Context: an optimization exercise on an open-source flow, tuned for small area and a short achievable clock period. The choices shown serve that exercise and are no tape-out recipe. The RTL was checked by simulation tests, not by an equivalence proof against the original design. Power figures rest on the tool's default switching activity, not on a simulated workload. The clock port is modelled as an ideal driver; clocking choices that lean on that would not hold on a real chip.

Design data_memory_ws, start of the top module:
module data_memory_ws #(
    parameter int unsigned DEPTH       = 64,
    parameter int unsigned BASE_ADDR   = 1024,
    parameter int unsigned WAIT_CYCLES = 2
) (
    input  logic        clk,
    input  logic        rst,
    input  logic        MEM_R_EN,
    input  logic        MEM_W_EN,
    input  logic [1:0]  MEM_SIZE,
    input  logic [31:0] alu_res,
    input  logic [31:0] rm_val,
    output logic [31:0] data_mem,
    output logic        mem_ready,
    output logic        mem_busy,
    output logic        addr_err
);
Size in the first run: ~5,900 cells after synthesis, roughly 110 I/O pins.
export LEC_CHECK = 0
export CAP_MARGIN = 20
export CORE_MARGIN = 2
export CORE_UTILIZATION = 55
export CTS_CLUSTER_DIAMETER = 100
export CTS_CLUSTER_SIZE = 28
export PLACE_DENSITY = 0.75
export SLEW_MARGIN = 20
export SYNTH_HIERARCHICAL = 1
create_clock -name core_clock -period 10.0 [get_ports {clk}]
standard.sh (not shown) runs the stock make flow with config.mk's settings and CLKGATE_MAP_FILE= SYNTH_SCRIPT=/design/flow/synth_recipe.tcl, a recipe that flattens the netlist after the stock synthesis.
==> flow/flow/run.sh <==
#!/bin/bash
# The standard layout with these changes to how it is made (the constraints are the design's):
# * timing repair aims at a 3 ns clock instead of the design's period, so it keeps improving
#   paths that already meet it;
# * clock tree synthesis inserts no dummy loads;
# * ports are buffered with buf_2 instead of the default delay-buffer cell;
# * after placement, each output's flip-flop is moved next to the output's buffer
#   (flow/move_out.tcl), so the flip-flop does not drive a long wire to the port.
set -euo pipefail
ARGS=(SETUP_SLACK_MARGIN=7
  "CTS_ARGS=-sink_clustering_enable -repair_clock_nets -sink_clustering_size 28 -sink_clustering_max_diameter 100 -dont_use_dummy_load"
  "BUFFER_PORTS_ARGS=-buffer_cell sky130_fd_sc_hd__buf_2")
bash standard.sh "${ARGS[@]}" place > standard_place.log 2>&1
PLACE_ODB=orfs/results/sky130hd/data_memory_ws/base/3_place.odb openroad -no_init -exit flow/move_out.tcl > move_out.log 2>&1
bash standard.sh "${ARGS[@]}" finish > standard_finish.log 2>&1
==> flow/flow/move_out.tcl <==
# Place each output port's flip-flop, and the cells that read that flip-flop, at the port's
# buffer, then legalize. The flip-flop then drives a short net to the buffer, and the long net, if
# any, is on its input side.
read_db $::env(PLACE_ODB)
set block [ord::get_db_block]
set moved 0
foreach bt [$block getBTerms] {
  if {[$bt getIoType] ne "OUTPUT"} { continue }
  set net [$bt getNet]
  set buf ""
  foreach it [$net getITerms] { if {[$it isOutputSignal]} { set buf [$it getInst] } }
  if {$buf eq ""} { continue }
  set bnet ""
  foreach it [$buf getITerms] { if {[$it isInputSignal]} { set bnet [$it getNet] } }
  if {$bnet eq ""} { continue }
  set ff ""
  foreach it [$bnet getITerms] { if {[$it isOutputSignal]} { set ff [$it getInst] } }
  if {$ff eq "" || ![[$ff getMaster] isSequential]} { continue }
  set loc [$buf getLocation]
  set group [list $ff]
  foreach it [$bnet getITerms] {
    set i [$it getInst]
    if {$i ne $buf && $i ne $ff && [$it isInputSignal]} { lappend group $i }
  }
  foreach i $group {
    $i setLocation [lindex $loc 0] [lindex $loc 1]
    $i setPlacementStatus PLACED
    incr moved
  }
}
puts "moved $moved cells"
detailed_placement
check_placement -verbose
write_db $::env(PLACE_ODB)
Edit:
CORE_UTILIZATION = 50   (was 55)
PLACE_DENSITY = default   (was 0.75)
Effect:
- The new run ran to the end with no violations
- critical path depth does not change
- global-route usage shrinks by 1.1 points
- sequential share of layout area falls by 0.17 points
- synthesized area stays the same
- total power barely changes
- core utilization went down by 5.2 points
- synthesized cell count does not change
Edit:
PLACE_DENSITY = 0.75   (was default)
What happened: Critical path depth does not change; sequential share of layout area rose by 0.35 points; via count rose by 2.3%; non-clock buffer count fell by 31; clock skew rose by 0.013 ns; register-to-register slack is about the same; power fell by 0.39%; setup slack improved by 0.019 ns; synthesized cell count stays the same; cell count fell by 0.37%.

run 1:
data_memory_ws, a different RTL version from the one above (not shown whole).
Size: about 6200 cells after synthesis, roughly 110 I/O pins, ~75000 sq um of cells after synthesis.
Settings: LEC_CHECK=0, CAP_MARGIN=20, CORE_MARGIN=2, CORE_UTILIZATION=55, CTS_CLUSTER_DIAMETER=100, CTS_CLUSTER_SIZE=30, SLEW_MARGIN=20, SYNTH_HIERARCHICAL=1; clock period 10.0 ns.
==> flow/flow/run.sh <==
#!/bin/bash
# The standard layout with three changes to how it is made (the constraints are the design's):
# * timing repair aims at a 3 ns clock instead of the design's period, so it keeps improving
#   paths that already meet it;
# * clock tree synthesis inserts no dummy loads;
# * ports are buffered with buf_2 instead of the default delay-buffer cell.
set -euo pipefail
bash standard.sh SETUP_SLACK_MARGIN=7 \
  "CTS_ARGS=-sink_clustering_enable -repair_clock_nets -sink_clustering_size 30 -sink_clustering_max_diameter 100 -dont_use_dummy_load" \
  "BUFFER_PORTS_ARGS=-buffer_cell sky130_fd_sc_hd__buf_2" \
  finish > standard.log 2>&1
## Diff of input files: run 2 against run 1
diff --git a/flow/config.mk b/flow/config.mk
--- a/flow/config.mk
+++ b/flow/config.mk
@@ -8,5 +8,5 @@
 export CAP_MARGIN = 20
 export CORE_MARGIN = 2
-export CORE_UTILIZATION = 55
+export CORE_UTILIZATION = 50
 export CTS_CLUSTER_DIAMETER = 100
 export CTS_CLUSTER_SIZE = 30
### Flow results
- Taking run 1 as the reference point, the layout-stage area growth over the synthesis result of run 2 rises by 0.59 points.
- Run 2 vs run 1, end point of the critical path: data_mem[1] vs data_mem[5]
- From run 1 to run 2 the numbers moved as follows: die area now sits higher, global-route wire length before repair now sits higher.

Setup of willow:
The RTL this note starts from:
==> flow/design.v <==
module data_memory_ws #(
    parameter int unsigned DEPTH       = 64,
    parameter int unsigned BASE_ADDR   = 1024,
    parameter int unsigned WAIT_CYCLES = 2
) (
    input  logic        clk,
    input  logic        rst,
    input  logic        MEM_R_EN,
    input  logic        MEM_W_EN,
    input  logic [1:0]  MEM_SIZE,
    input  logic [31:0] alu_res,
    input  logic [31:0] rm_val,
    output logic [31:0] data_mem,
    output logic        mem_ready,
    output logic        mem_busy,
    output logic        addr_err
);
    localparam int unsigned IdxW = (DEPTH > 1) ? $clog2(DEPTH) : 1;
    localparam logic [31:0] Base = 32'(BASE_ADDR);
    localparam logic [31:0] Top  = 32'(BASE_ADDR) + 32'(DEPTH) * 32'd4;
    logic busy_q, s1_q, s2_q;
    logic [IdxW-1:0] idx_q;
    logic [1:0]      lo_q;
    logic [1:0]      size_q;
    logic            wr_q;
    logic            err_q;
    logic [3:0]      lane_q;
    logic [31:0]     wal_q;
    logic [1:0]  lo1_q;
    logic [1:0]  size1_q;
    logic        rd1_q;
    logic        err1_q;
    logic [31:0] rword_q;
    logic                   valid_q;
    logic [DEPTH-1:0][31:0] mem_q;
    logic req, accept;
    logic in_range, misaligned;
    logic [31:0] off;
    assign req    = MEM_R_EN | MEM_W_EN;
    assign accept = !busy_q && req;
    assign off      = alu_res - Base;
    assign in_range = (alu_res >= Base) && (alu_res < Top);
    always_comb begin
        case (MEM_SIZE)
            2'b10:   misaligned = 1'b0;
            2'b01:   misaligned = alu_res[0];
            default: misaligned = (alu_res[1:0] != 2'b00);
        endcase
    end
    logic [3:0]  lane;
    logic [31:0] wal;
    always_comb begin
        case (MEM_SIZE)
            2'b10:   lane = 4'b0001 << alu_res[1:0];
            2'b01:   lane = alu_res[1] ? 4'b1100 : 4'b0011;
            default: lane = 4'b1111;
        endcase
        case (MEM_SIZE)
            2'b10:   wal = {4{rm_val[7:0]}};
            2'b01:   wal = {2{rm_val[15:0]}};
            default: wal = rm_val;
        endcase
    end
    always_ff @(posedge clk) begin
        idx_q   <= off[IdxW+1:2];
        lo_q    <= alu_res[1:0];
        size_q  <= MEM_SIZE;
        wr_q    <= MEM_W_EN;
        err_q   <= !in_range || misaligned;
        lane_q  <= lane;
        wal_q   <= wal;
    end
    always_ff @(posedge clk or posedge rst) begin
        if (rst) begin
            busy_q    <= 1'b0;
            s1_q      <= 1'b0;
            s2_q      <= 1'b0;
            mem_ready <= 1'b0;
            addr_err  <= 1'b0;
        end else begin
            busy_q    <= accept || (busy_q && !mem_ready);
            s1_q      <= accept;
            s2_q      <= s1_q;
            mem_ready <= s2_q;
            addr_err  <= s2_q && err1_q;
        end
    end
    assign mem_busy = busy_q;
    logic [DEPTH-1:0] sel_q;
    always_comb begin
        for (int w = 0; w < int'(DEPTH); w++) begin
            sel_q[w] = (idx_q == IdxW'(w));
        end
    end
    logic [31:0] rd_word;
    for (genvar b = 0; b < 32; b++) begin : g_rd
        logic [DEPTH-1:0] col;
        for (genvar w = 0; w < int'(DEPTH); w++) begin : g_col
            assign col[w] = mem_q[w][b];
        end
        data_memory_ws_rd64 u_rd (.sel(sel_q), .d(col), .y(rd_word[b]));
    end
    always_ff @(posedge clk) begin
        rword_q <= rd_word;
        lo1_q   <= lo_q;
        size1_q <= size_q;
        rd1_q   <= !wr_q;
        err1_q  <= err_q;
    end
    logic [31:0] rd_data;
    always_comb begin
        case (size1_q)
            2'b10:   rd_data = {24'h0, rword_q[{lo1_q, 3'b000} +: 8]};
            2'b01:   rd_data = {16'h0, rword_q[{lo1_q[1], 4'b0000} +: 16]};
            default: rd_data = rword_q;
        endcase
    end
    always_ff @(posedge clk or posedge rst) begin
        if (rst) begin
            data_mem <= '0;
        end else if (s2_q && rd1_q) begin
            data_mem <= (err1_q || !valid_q) ? 32'h0 : rd_data;
        end
    end
    logic do_wr;
    assign do_wr = s1_q && wr_q && !err_q;
    logic [31:0]            wdl;
    logic [3:0]             lanec;
    logic [DEPTH-1:0]       selc;
    logic [DEPTH-1:0][3:0]  hold;
    logic [DEPTH-1:0][31:0] mem_d;
    logic                   clr;
    assign clr = do_wr && !valid_q;
    always_comb begin
        for (int b = 0; b < 32; b++) begin
            wdl[b] = do_wr && lane_q[b / 8] && wal_q[b];
        end
        for (int l = 0; l < 4; l++) begin
            lanec[l] = do_wr && (lane_q[l] || !valid_q);
        end
        for (int w = 0; w < int'(DEPTH); w++) begin
            selc[w] = sel_q[w] || clr;
        end
    end
    for (genvar w = 0; w < int'(DEPTH); w++) begin : g_w
        for (genvar l = 0; l < 4; l++) begin : g_l
            data_memory_ws_nand2 u_hold (.a(selc[w]), .b(lanec[l]), .y(hold[w][l]));
        end
        for (genvar b = 0; b < 32; b++) begin : g_b
            data_memory_ws_upd u_upd (
                .ld  (sel_q[w]),
                .wd  (wdl[b]),
                .hold(hold[w][b / 8]),
                .q   (mem_q[w][b]),
                .d   (mem_d[w][b])
            );
        end
    end
    always_ff @(posedge clk) begin
        mem_q <= mem_d;
    end
    always_ff @(posedge clk or posedge rst) begin
        if (rst) begin
            valid_q <= '0;
        end else begin
            if (do_wr) valid_q <= 1'b1;
        end
    end
endmodule
module data_memory_ws_upd (
    input  logic ld,
    input  logic wd,
    input  logic hold,
    input  logic q,
    output logic d
);
    assign d = (ld & wd) | (hold & q);
endmodule
module data_memory_ws_rd64 (
    input  logic [63:0] sel,
    input  logic [63:0] d,
    output logic        y
);
    logic [21:0] n1;
    logic [5:0]  p2;
    logic [2:0]  n3;
    for (genvar i = 0; i < 21; i++) begin : g_aoi3
        data_memory_ws_aoi222 u (
            .a1(sel[3*i]),   .a2(d[3*i]),
            .b1(sel[3*i+1]), .b2(d[3*i+1]),
            .c1(sel[3*i+2]), .c2(d[3*i+2]),
            .y(n1[i])
        );
    end
    data_memory_ws_nand2 u_last (.a(sel[63]), .b(d[63]), .y(n1[21]));
    for (genvar i = 0; i < 5; i++) begin : g_nand4
        data_memory_ws_nand4 u (.a(n1[4*i]), .b(n1[4*i+1]), .c(n1[4*i+2]), .d(n1[4*i+3]),
                                .y(p2[i]));
    end
    data_memory_ws_nand2 u_nand2 (.a(n1[20]), .b(n1[21]), .y(p2[5]));
    for (genvar i = 0; i < 3; i++) begin : g_nor2
        data_memory_ws_nor2 u (.a(p2[2*i]), .b(p2[2*i+1]), .y(n3[i]));
    end
    data_memory_ws_nand3 u_nand3 (.a(n3[0]), .b(n3[1]), .c(n3[2]), .y(y));
endmodule
module data_memory_ws_aoi222 (
    input  logic a1, a2, b1, b2, c1, c2,
    output logic y
);
    assign y = !((a1 & a2) | (b1 & b2) | (c1 & c2));
endmodule
module data_memory_ws_nand4 (
    input  logic a, b, c, d,
    output logic y
);
    assign y = !(a & b & c & d);
endmodule
module data_memory_ws_nand2 (
    input  logic a, b,
    output logic y
);
    assign y = !(a & b);
endmodule
module data_memory_ws_nor2 (
    input  logic a, b,
    output logic y
);
    assign y = !(a | b);
endmodule
module data_memory_ws_nand3 (
    input  logic a, b, c,
    output logic y
);
    assign y = !(a & b & c);
endmodule
==> flow/config.mk <==
export PLATFORM = sky130hd
export DESIGN_NAME = data_memory_ws
export DESIGN_NICKNAME = data_memory_ws
export VERILOG_FILES = /design/flow/design.v
export SDC_FILE = /design/flow/constraint.sdc
export NUM_CORES = 4
export LEC_CHECK = 0
export CAP_MARGIN = 20
export CORE_MARGIN = 2
export CORE_UTILIZATION = 50
export CTS_CLUSTER_DIAMETER = 100
export CTS_CLUSTER_SIZE = 28
export PLACE_DENSITY = 0.75
export SLEW_MARGIN = 20
export SYNTH_HIERARCHICAL = 1
==> flow/constraint.sdc <==
create_clock -name core_clock -period 10.0 [get_ports {clk}]
set_input_delay 2.0000 -clock core_clock [delete_from_list [all_inputs] [get_ports {clk}]]
set_output_delay 2.0000 -clock core_clock [all_outputs]
set_load 0.01 [all_outputs]
==> flow/flow/run.sh <==
#!/bin/bash
# The standard layout with these changes to how it is made (the constraints are the design's):
# * timing repair aims at a 3 ns clock instead of the design's period, so it keeps improving
#   paths that already meet it;
# * clock tree synthesis inserts no dummy loads;
# * ports are buffered with buf_2 instead of the default delay-buffer cell;
# * after placement, each output's flip-flop is moved next to the output's buffer
#   (flow/move_out.tcl), and the buffer to its port, so the flip-flop does not drive a long wire.
set -euo pipefail
ARGS=(SETUP_SLACK_MARGIN=7
  "CTS_ARGS=-sink_clustering_enable -repair_clock_nets -sink_clustering_size 28 -sink_clustering_max_diameter 100 -dont_use_dummy_load"
  "BUFFER_PORTS_ARGS=-buffer_cell sky130_fd_sc_hd__buf_2")
bash standard.sh "${ARGS[@]}" place > standard_place.log 2>&1
PLACE_ODB=orfs/results/sky130hd/data_memory_ws/base/3_place.odb openroad -no_init -exit flow/move_out.tcl > move_out.log 2>&1
bash standard.sh "${ARGS[@]}" finish > standard_finish.log 2>&1
==> flow/flow/move_out.tcl <==
# Place each output port's buffer at the port, and the port's flip-flop, with the cells that read
# that flip-flop, next to the buffer; then legalize. The flip-flop then drives a short net to the
# buffer, the buffer a short net to the port, and the long net, if any, is on the flip-flop's
# input side.
read_db $::env(PLACE_ODB)
set block [ord::get_db_block]
set core [$block getCoreArea]
set cx0 [$core xMin]; set cy0 [$core yMin]; set cx1 [$core xMax]; set cy1 [$core yMax]
set moved 0
foreach bt [$block getBTerms] {
  if {[$bt getIoType] ne "OUTPUT"} { continue }
  set net [$bt getNet]
  set buf ""
  foreach it [$net getITerms] { if {[$it isOutputSignal]} { set buf [$it getInst] } }
  if {$buf eq ""} { continue }
  set bnet ""
  foreach it [$buf getITerms] { if {[$it isInputSignal]} { set bnet [$it getNet] } }
  if {$bnet eq ""} { continue }
  set ff ""
  foreach it [$bnet getITerms] { if {[$it isOutputSignal]} { set ff [$it getInst] } }
  if {$ff eq "" || ![[$ff getMaster] isSequential]} { continue }
  set bb [$bt getBBox]
  set px [expr {([$bb xMin] + [$bb xMax]) / 2}]
  set py [expr {([$bb yMin] + [$bb yMax]) / 2}]
  set group [list $buf $ff]
  foreach it [$bnet getITerms] {
    set i [$it getInst]
    if {$i ne $buf && $i ne $ff && [$it isInputSignal]} { lappend group $i }
  }
  foreach i $group {
    set m [$i getMaster]
    set x [expr {min(max($px, $cx0), $cx1 - [$m getWidth])}]
    set y [expr {min(max($py, $cy0), $cy1 - [$m getHeight])}]
    $i setLocation $x $y
    $i setPlacementStatus PLACED
    incr moved
  }
}
puts "moved $moved cells"
detailed_placement
check_placement -verbose
write_db $::env(PLACE_ODB)
Looking at the reports, willow completed the entire flow and the layout it produced met the timing, DRC and antenna checks.
Modified inputs, fjord compared to willow
-- flow/flow/run.sh --
<<< willow, line 8
#   (flow/move_out.tcl), and the buffer to its port, so the flip-flop does not drive a long wire.
>>> fjord, line 8
#   (flow/move_out.tcl), so the flip-flop does not drive a long wire to the port.
-- flow/flow/move_out.tcl --
<<< willow, line 1
# Place each output port's buffer at the port, and the port's flip-flop, with the cells that read
# that flip-flop, next to the buffer; then legalize. The flip-flop then drives a short net to the
# buffer, the buffer a short net to the port, and the long net, if any, is on the flip-flop's
# input side.
>>> fjord, line 1
# Place each output port's flip-flop, and the cells that read that flip-flop, at the port's
# buffer, then legalize. The flip-flop then drives a short net to the buffer, and the long net, if
# any, is on its input side.
<<< willow, line 7
set core [$block getCoreArea]
set cx0 [$core xMin]; set cy0 [$core yMin]; set cx1 [$core xMax]; set cy1 [$core yMax]
>>> fjord, line 6
<<< willow, line 22
  set bb [$bt getBBox]
  set px [expr {([$bb xMin] + [$bb xMax]) / 2}]
  set py [expr {([$bb yMin] + [$bb yMax]) / 2}]
  set group [list $buf $ff]
>>> fjord, line 19
  set loc [$buf getLocation]
  set group [list $ff]
<<< willow, line 31
    set m [$i getMaster]
    set x [expr {min(max($px, $cx0), $cx1 - [$m getWidth])}]
    set y [expr {min(max($py, $cy0), $cy1 - [$m getHeight])}]
    $i setLocation $x $y
>>> fjord, line 26
    $i setLocation [lindex $loc 0] [lindex $loc 1]
-- flow/config.mk --
<<< willow, line 13
export PLACE_DENSITY = 0.75
>>> fjord, line 13
export PLACE_DENSITY = 0.7
- The flow did not stop early for fjord: all stages ran, and the layout cleared the timing, DRC and antenna checks.
- From willow to fjord the numbers moved as follows: final instance area saw an increase; fraction of the cycle the final worst path needs saw an increase; global-route usage saw an increase; met1 track utilization from global routing saw an increase.
- Against willow as the reference, fjord delivers a higher count of clock-buffer cells in the layout.
- fjord against willow: switching part of the total roughly the same, overall power after layout higher, growth of design area from synthesis to finish higher, power spent charging and discharging nets higher.
Input-level comparison between onyx and fjord:
-- flow/config.mk --
<<< fjord, line 13
export PLACE_DENSITY = 0.7
>>> onyx, line 13
export PLACE_DENSITY = 0.8
[summary]
onyx went all the way through the flow, and no timing, DRC or antenna check failed.
data_mem[0]$_DFFE_PP0P_ as the start point of the critical path was reported by fjord, and data_mem[1]$_DFFE_PP0P_ by onyx.
Global-route usage for onyx: 1.7 points down relative to fjord
Worst setup slack after layout for onyx: 15 ps up relative to fjord
[diff] first-iteration DRC count, onyx relative to fjord: regression
Summary of onyx over fjord: hold slack rose 12 ps, sum of routed wire length over all layers fell 4.3%, count of multi-input gates about even, fmax rose about 0.44%.
onyx vs fjord — total CTS buffers dropped slightly
On post-route cell area: between onyx and fjord, it ends up lower for onyx.
--- input diff onyx..ember ---
==> flow/flow/run.sh <==
#!/bin/bash
# The standard layout with three changes to how it is made (the constraints are the design's):
# * timing repair aims at a 3 ns clock instead of the design's period, so it keeps improving
#   paths that already meet it;
# * clock tree synthesis inserts no dummy loads;
# * ports are buffered with buf_2 instead of the default delay-buffer cell.
set -euo pipefail
bash standard.sh SETUP_SLACK_MARGIN=7 \
  "CTS_ARGS=-sink_clustering_enable -repair_clock_nets -sink_clustering_size 28 -sink_clustering_max_diameter 100 -dont_use_dummy_load" \
  "BUFFER_PORTS_ARGS=-buffer_cell sky130_fd_sc_hd__buf_2" \
  finish > standard.log 2>&1
-- flow/config.mk --
<<< onyx, line 13
export PLACE_DENSITY = 0.8
>>> ember, line 13
removed: flow/flow/move_out.tcl
Notes after the runs:
In ember, the post-route minimum period came out 90 ps above the value in onyx. Going from onyx to ember, register clock-pin slew on the reported worst setup and hold paths was more or less identical; power grew by 110 uW; share of final-layout standard cells stronger than drive strength 1 level. Combinational power in ember vs onyx: up about 6%. After synthesis and placement, the instance count of ember is below that of onyx. Diff onyx -> ember: maximum vdd ir drop went down; peak fanout along the critical path did not really move; met2 routing resource usage after global routing went up; final critical-path share of the clock period now larger. Cell area: ember vs onyx, no meaningful difference.
Modified inputs, tundra compared to ember
-- flow/config.mk --
<<< ember, line 10
export CORE_UTILIZATION = 50
>>> tundra, line 10
export CORE_UTILIZATION = 55
## What came out
- Delta(wire length, tundra - ember) < 0
- Proportion of layout cells with a drive suffix above 1 of tundra is on par with ember.
- Side by side, worst path arrival time turned out higher in tundra than in ember.
- Sort ember and tundra by final critical path time including I/O delays and setup asc -> top: ember
- Lower area inside the core boundary among ember and tundra: tundra

-- afterwards: timing with drivers on the ports --
The results above use ideal ports. As a check the final layouts listed here were re-extracted and re-timed, cells and wires unchanged.
Step 1 assumes that a clkbuf_16 drives the clock port and a buf_2 every other input.
Step 2 adds t to the input delays and takes it off the output delays; t is the mean of the earliest and latest rising clock arrival at the registers after step 1. Input paths then give back, and output paths get back, about the clock's delay inside the block.
a / b / c = ideal ports / drivers / drivers and shift; a / b = the first two.
run | shift t [ns] | slack for setup (ns) | worst register clock-pin slew, ns | worst data-port slew with drivers (ns)
the first run of note 1 | 0.831 | 6.649 / 6.564 / 6.590 | 0.11 / 0.11 | 0.14
the second run of note 1 | 0.815 | 6.675 / 6.595 / 6.380 | 0.12 / 0.12 | 0.17
the third run of note 1 | 0.804 | 6.693 / 6.617 / 6.475 | 0.11 / 0.11 | 0.15
run 1 | 0.814 | 6.667 / 6.584 / 6.464 | 0.12 / 0.12 | 0.06
run 2 | 0.809 | 6.700 / 6.611 / 6.462 | 0.12 / 0.12 | 0.17
willow | 0.806 | 6.691 / 6.614 / 6.468 | 0.11 / 0.11 | 0.15
fjord | 0.794 | 6.648 / 6.572 / 6.671 | 0.12 / 0.12 | 0.20
onyx | 0.820 | 6.663 / 6.579 / 6.485 | 0.11 / 0.11 | 0.24
ember | 0.813 | 6.573 / 6.494 / 6.414 | 0.12 / 0.12 | 0.16
tundra | 0.809 | 6.554 / 6.471 / 6.590 | 0.12 / 0.12 | 0.17
After both steps setup and hold are still met in every run listed. For the second run of note 1, which loses most, drivers alone change the setup slack by -0.080 ns; drivers and shift together by -0.295 ns.
